This design comes from an exercise in tuning for small area on the open sky130 flow, not from production work. Where RTL was checked, it was by simulation tests only, not by an equivalence proof against the original.

==> inputs of delta <==
// cad_top
module cad_top #(
  parameter int IMG_SIDE = 8,
  parameter int IMG_COUNT = 2,
  parameter int KER_COUNT = 2,
  localparam int IMG_IDX_W = (IMG_COUNT > 1) ? $clog2(IMG_COUNT) : 1,
  localparam int KER_IDX_W = (KER_COUNT > 1) ? $clog2(KER_COUNT) : 1
) (
  input  logic                 clk,
  input  logic                 rst_n,
  input  logic                 i_in_valid,
  input  cad_pkg::data_t       i_matrix,
  input  logic                 i_start,
  input  logic [IMG_IDX_W-1:0] i_img_idx,
  input  logic [KER_IDX_W-1:0] i_ker_idx,
  output logic                 o_busy,
  output logic                 o_out_valid,
  output logic                 o_out_value
);
==> flow/config.mk <==
export PLATFORM = sky130hd
export DESIGN_NAME = cad_top
export DESIGN_NICKNAME = cad_top
export VERILOG_FILES = /design/flow/design.v
export SDC_FILE = /design/flow/constraint.sdc
export NUM_CORES = 4
export LEC_CHECK = 0
export CAP_MARGIN = 20
export CORE_MARGIN = 2
export CORE_UTILIZATION = 70
export CTS_CLUSTER_DIAMETER = 50
export CTS_CLUSTER_SIZE = 30
export PLACE_DENSITY = 0.8
export SLEW_MARGIN = 20
==> flow/constraint.sdc <==
create_clock -name core_clock -period 12.0 [get_ports {clk}]
set_input_delay 2.4000 -clock core_clock [delete_from_list [all_inputs] [get_ports {clk}]]
set_output_delay 2.4000 -clock core_clock [all_outputs]
set_load 0.01 [all_outputs]
run.sh (not shown) runs the stock make flow with config.mk's settings and CLKGATE_MAP_FILE= SYNTH_SCRIPT=/design/flow/synth_recipe.tcl, a recipe that flattens the netlist after the stock synthesis.
==> ember: changes against delta <==
--- a/flow/design.v
+++ b/flow/design.v
@@ -49,14 +49,15 @@
   logic [4:0] kpos;      
   logic [4:0] outi;      
   logic       run;       
   logic [1:0] gap;       
   logic       cmp;
   logic       out_valid;
+  logic [4:0] sc;
   logic signed [19:0] acc;
-  logic [20:0] mx;        
+  logic signed [19:0] mx;
   logic wr;
   logic [5:0] rpos_init;
   logic [4:0] kpos_init;
   logic [4:0] kpos_goal;
   logic [6:0] sched;
   logic start_out;
@@ -388,13 +389,13 @@
             if (row_end) gap <= 2'd3;
           end
         end else if (gap != 2'd0) begin
           gap <= gap - 2'd1;
         end
         if (outi[4] && !img_step && kpos == kpos_init && !cmp
-            && (!out_valid || mx_last)) begin
+            && (!out_valid || sc == 5'd0)) begin
           busy <= 1'b0;
           comp <= 1'b0;
         end
       end
     end
   end
@@ -408,35 +409,38 @@
       kpos <= kpos_init;
     end else begin
       if (img_step) rpos <= rpos + 6'd1;
       if (ker_step) kpos <= (kpos == 5'd24) ? 5'd0 : kpos + 5'd1;
     end
   end
-  logic mx_last;
-  assign mx_last = (mx[20:2] == 19'd0) && mx[1];
   logic acc_gt;
   always_comb begin
     acc_gt = 1'b0;
     for (int i = 0; i < 19; i++) begin
       acc_gt = (acc[i] & ~mx[i]) | (~(acc[i] ^ mx[i]) & acc_gt);
     end
     acc_gt = (~acc[19] & mx[19]) | (~(acc[19] ^ mx[19]) & acc_gt);
   end
   always_ff @(posedge clk) begin
     if (cmp && (outi[1:0] == 2'd1 || acc_gt)) begin
-      mx <= {1'b1, acc};
+      mx <= acc;
     end else if (out_valid) begin
-      mx <= {1'b0, mx[20:1]};
+      mx <= mx >>> 1;
+    end
+    if (cmp) begin
+      sc <= 5'd19;
+    end else if (out_valid) begin
+      sc <= sc - 5'd1;
     end
   end
   always_ff @(posedge clk or negedge rst_n) begin
     if (!rst_n) begin
       out_valid <= 1'b0;
     end else if (cmp && outi[1:0] == 2'd0) begin
       out_valid <= 1'b1;
-    end else if (out_valid && mx_last) begin
+    end else if (out_valid && sc == 5'd0) begin
       out_valid <= 1'b0;
     end
   end
   assign o_busy = busy;
   assign o_out_valid = out_valid;
   assign o_out_value = mx[0];
==> flow/config.mk (replaced) <==
export PLATFORM = sky130hd
export DESIGN_NAME = cad_top
export DESIGN_NICKNAME = cad_top
export VERILOG_FILES = /design/flow/design.v
export SDC_FILE = /design/flow/constraint.sdc
export NUM_CORES = 4
export LEC_CHECK = 0
export CAP_MARGIN = 20
export CORE_MARGIN = 2
export CORE_UTILIZATION = 85
export CTS_CLUSTER_DIAMETER = 60
export CTS_CLUSTER_SIZE = 30
export PLACE_DENSITY = 0.92
export SLEW_MARGIN = 20
==> qor summary <==
| item | delta | ember |
|---|---|---|
| Synthesized instance count | 2182 | 2192 |
| Adder-cell share of the synthesized area | 3.69% | 3.73% |
| Placer Congestion | 0.825 | 0.832 |
| Number of unique standard cell types used by synthesis | 62 | 65 |
| Synth top area share | 87.9% | 87.6% |
| XOR/XNOR Fraction of Synth Area | 0.422% | 0.509% |
| Asr flop ratio synth | 1.34% | 1.33% |
| Syn_nets | 2305 | 2317 |
| Die boundary width | 271 µm | 246 µm |
| Standard-cell row count | 97 | 88 |
| Synthesized cell area | 0.0498 mm² | 0.0499 mm² |
| Overall die height | 271 µm | 246 µm |
| Sequential fraction of the synthesis area | 89.7% | 89.6% |
| Synthesized-area fraction occupied by and/or/nand/nor cells | 2.80% | 2.73% |
| Synthesized-area fraction occupied by ao, oa, aoi and oai cells | 1.07% | 1.15% |
| Result of the run | no timing/DRC/antenna violations | aborted with a tool error |
| Last stage reached | - | detailed placement |
| Initial core utilization | 70.8% | 86.2% |
| Post-synthesis mux area share | 1.27% | 1.15% |
No functional check of the RTL was part of delta.

==> separate check: timing with driven ports <==
No port has a modelled driver above. Below, the same layout with a new extraction and two added sets of constraints. Step 1 sets driving cells, clkbuf_16 on the clock port and buf_2 on the other inputs (assumed; they add their load-dependent delay and slew). Step 2, shift: input delay + t, output delay - t, t = (earliest + latest rising clock arrival at the registers) / 2. This alone moves slack from input paths to output paths. a / b / c = ideal / step 1 / step 2; a / b = the first two.
run: delta
shift t [ns]: 0.726
setup slack, ns: 1.404 / 1.404 / 1.404
worst setup path after step 2: register to register
latest minus earliest clock arrival (ns): 0.073 / 0.073
pins driven straight from the clock port: 1
After both steps setup and hold are still met in delta. For delta, drivers alone change the setup slack by 0.000 ns; drivers and shift together by 0.000 ns.
